This design comes from an exercise in tuning for small area and a short achievable clock period on the open sky130 flow, not from production work. Function was checked by simulation only, so behaviour that the tests miss may differ from the original. Power and IR drop assume default switching activity.

Setup of the reference run:
Design fetch_predict, start of the top module:
module fetch_predict
(
   input  logic        CLK,
   input  logic        nRST,
   input  logic        ihit,
   input  logic [31:0] imemload,
   input  logic        resolve_valid,
   input  logic        resolve_cond,
   input  logic        resolve_jump,
   input  logic        resolve_taken,
   input  logic        resolve_predicted,
   input  logic [31:0] resolve_pc,
   input  logic [31:0] resolve_target,
   output logic [31:0] imemaddr,
   output logic [31:0] fetch_instr,
   output logic [31:0] fetch_pc_plus_4,
   output logic        fetch_predicted,
   output logic        flush
);
For scale: ~350 flip-flops.
Settings: LEC_CHECK=0, CAP_MARGIN=20, CORE_MARGIN=2, CORE_UTILIZATION=62, SETUP_SLACK_MARGIN=2.0, SLEW_MARGIN=20; clock period 4.3 ns.
standard.sh (not shown) runs the stock make flow with config.mk's settings and CLKGATE_MAP_FILE= SYNTH_SCRIPT=/design/flow/synth_recipe.tcl, a recipe that flattens the netlist after the stock synthesis.
==> flow/flow/run.sh <==
#!/bin/bash
# Standard layout, with plain buf_2 cells as the port buffers instead of
# the delay buffers buffer_ports picks by default. Every port still gets
# its own buffer.
set -euo pipefail
export BUFFER_PORTS_ARGS="-buffer_cell sky130_fd_sc_hd__buf_2"
bash standard.sh > standard.log 2>&1
Input changes introduced in the trial run (baseline for comparison: the reference run):
Settings: swapping 2.0 for 1.8 in SETUP_SLACK_MARGIN.
[summary]
When the trial run is measured against the reference run, its global-route track usage on met3 turns out 1.7 points lower. Changes observed in the trial run relative to the reference run: post-placement cell count now larger; maximum clock frequency increased about 4.4%; worst slack on hold paths went up.

* * *

== amber ==
fetch_predict, a different RTL version from the one above (not shown whole).
For scale: roughly 350 flip-flops, ~17000 um^2 of cells after synthesis.
Design fetch_predict, start of the top module:
module fetch_predict
(
   input  logic        CLK,
   input  logic        nRST,
   input  logic        ihit,
   input  logic [31:0] imemload,
   input  logic        resolve_valid,
   input  logic        resolve_cond,
   input  logic        resolve_jump,
   input  logic        resolve_taken,
   input  logic        resolve_predicted,
   input  logic [31:0] resolve_pc,
   input  logic [31:0] resolve_target,
   output logic [31:0] imemaddr,
   output logic [31:0] fetch_instr,
   output logic [31:0] fetch_pc_plus_4,
   output logic        fetch_predicted,
   output logic        flush
);
Settings: LEC_CHECK=0, CAP_MARGIN=20, CORE_MARGIN=2, CORE_UTILIZATION=62, CTS_CLUSTER_DIAMETER=80, CTS_CLUSTER_SIZE=24, SETUP_SLACK_MARGIN=1.7, SLEW_MARGIN=20; clock period 4.3 ns.
Scripts as last shown in full above: flow/flow/run.sh
Having completed the whole flow, amber delivered a layout that passed the timing, design-rule and antenna checks.
--- input diff amber..zinc ---
diff --git a/flow/config.mk b/flow/config.mk
--- a/flow/config.mk
+++ b/flow/config.mk
@@ -11,4 +11,4 @@
 export CTS_CLUSTER_DIAMETER = 80
 export CTS_CLUSTER_SIZE = 24
-export SETUP_SLACK_MARGIN = 1.7
+export SETUP_SLACK_MARGIN = 1.8
 export SLEW_MARGIN = 20
Results
On net switching component of the power, amber beats zinc.
Diff amber -> zinc | leakage power figure | up slightly
For amber, the start point of the critical path was imemaddr[26], unlike zinc, where it was resolve_predicted.
Run comparison: zinc cell with the largest stage delay on the worst path sky130_fd_sc_hd__xor2_2; amber cell with the largest stage delay on the worst path sky130_fd_sc_hd__dfrtp_2
amber → zinc: share of the final layout cell area in sequential cells -0.42 points; effective utilization at floorplan now sits at about the same level; tightest slew margin relative to the limit moved up; count of buffer and inverter cells on the critical path now sits higher.
Overall power of the completed layout delta (zinc -> amber): insignificant
Clock power came out lower on zinc than on amber.
Between zinc and amber, it is zinc whose maximum ir drop on the vdd rail is lower, by 1.1%.
Taking amber as the reference point, the clock share of power of zinc falls by 1.1 points.

* * *

== run 1 ==
fetch_predict, a different RTL version from the one above (not shown whole).
Size: roughly 1200 cells after synthesis, roughly 350 flip-flops, ~200 I/O pins, ~17000 um2 of cells after synthesis.
export LEC_CHECK = 0
export CAP_MARGIN = 20
export CORE_MARGIN = 2
export CORE_UTILIZATION = 55
export CTS_CLUSTER_DIAMETER = 80
export CTS_CLUSTER_SIZE = 24
export SETUP_SLACK_MARGIN = 1.8
export SLEW_MARGIN = 20
export TNS_END_PERCENT = 50
create_clock -name core_clock -period 4.3 [get_ports {CLK}]
==> flow/flow/run.sh <==
#!/bin/bash
# Standard layout, with two changes to how it is made:
#  - plain buf_2 cells as the port buffers instead of the delay buffers
#    buffer_ports picks by default (every port still gets its own buffer);
#  - the resizer may swap a cell for any other size of the same function,
#    not only ones with the same footprint (placement is legalised after
#    every repair step).
set -euo pipefail
export BUFFER_PORTS_ARGS="-buffer_cell sky130_fd_sc_hd__buf_2"
bash standard.sh MATCH_CELL_FOOTPRINT=0 finish > standard.log 2>&1
Run 1 finished all stages; the layout is clean.
diff inputs: run 1 => run 2
- TNS_END_PERCENT: 50 -> unset
- GPL_TIMING_DRIVEN: unset -> 0
## What came out
Changes observed in run 2 relative to run 1: multi-input gate share of the layout cell area -0.29 points, multi-input gate area in the final layout climbed 3.4%, first-pass GRT wire length picked up an extra 7.7%, clock skew now larger. What run 2 reported for detailed-route wire length on metal 1 has to be multiplied by 0.925 to get the figure for run 1. Comparing final hold slack for run 1 and run 2, the bigger number came from run 1. Run 2 ended with more power dissipated by switching net loads than run 1.
Input changes introduced in run 3 (baseline for comparison: run 2):
- GPL_TIMING_DRIVEN: 0 -> unset
Results
What run 2 reported for routed wire length has to be multiplied by 0.945 to get the figure for run 3. Relative to run 2, the worst hold slack of run 3 is higher by 0.066 ns. Run 2 -> run 3: non-clock buffer count decreased by more than a quarter. Taking run 2 as the reference, in run 3 layout overhead on the synthesized area moved down; cell depth of the worst flop-to-flop path went down 2; global-route wire length before repair saw a decrease; total of cells resized after clock tree synthesis fell about 60%. Share of total power in combinational logic: run 3 vs run 2 down 3.5 points. Utilization for run 3 is lower than for run 2.
## Diff of input files: run 4 against run 3
- CORE_UTILIZATION changed from 55 to 48
==> flow/flow/run.sh <==
#!/bin/bash
# Standard layout, with plain buf_2 cells as the port buffers instead of
# the delay buffers buffer_ports picks by default. Every port still gets
# its own buffer.
set -euo pipefail
export BUFFER_PORTS_ARGS="-buffer_cell sky130_fd_sc_hd__buf_2"
bash standard.sh > standard.log 2>&1
[summary]
Between run 4 and run 3, it is run 4 whose setup slack at placement is higher, by 0.055 ns. Run 4 completed; timing, DRC and antenna clean. Relative to run 3, utilization after layout has decreased by 6.0 points in run 4. Number of gates given a new drive strength after cts up about 40% in run 4 wrt run 3.

static timing again, ports no longer ideal:
In the flow no input, the clock included, has a driving cell. The finished layouts below were timed again as built, in two steps. Step 1 (the two cells are an assumption about what drives the block):
set clk [get_ports {CLK}]
set_driving_cell -lib_cell sky130_fd_sc_hd__clkbuf_16 $clk
set_driving_cell -lib_cell sky130_fd_sc_hd__buf_2 [delete_from_list [all_inputs] $clk]
Step 2 moves the port delays by t, midway between the first and last clock arrival at a register: inputs arrive t later, outputs are due t later. That takes back most of the time a late clock gives input paths. Slacks: no drivers / after step 1 / after step 2; pairs: no drivers / after step 1.
run	t, ns	setup WS [ns]	worst hold slack (ns)	latest minus earliest clock arrival (ns)
the reference run	0.574	1.641 / 1.641 / 1.316	0.267 / 0.241 / 0.513	0.028 / 0.029
the trial run	0.587	1.752 / 1.752 / 1.247	0.459 / 0.432 / 0.509	0.040 / 0.039
amber	0.579	1.726 / 1.726 / 1.291	0.479 / 0.452 / 0.537	0.021 / 0.021
zinc	0.582	1.760 / 1.713 / 1.283	0.326 / 0.296 / 0.521	0.022 / 0.022
run 1	0.575	1.802 / 1.786 / 1.291	0.462 / 0.435 / 0.489	0.020 / 0.020
run 2	0.587	1.743 / 1.701 / 1.265	0.319 / 0.298 / 0.503	0.031 / 0.031
run 3	0.578	1.818 / 1.771 / 1.303	0.385 / 0.364 / 0.483	0.024 / 0.024
run 4	0.587	1.611 / 1.611 / 1.199	0.256 / 0.223 / 0.510	0.024 / 0.024
After both steps setup and hold are still met in every run listed. The setup slack of run 3, which loses most, moves by -0.047 ns with the drivers and by -0.515 ns with both steps.
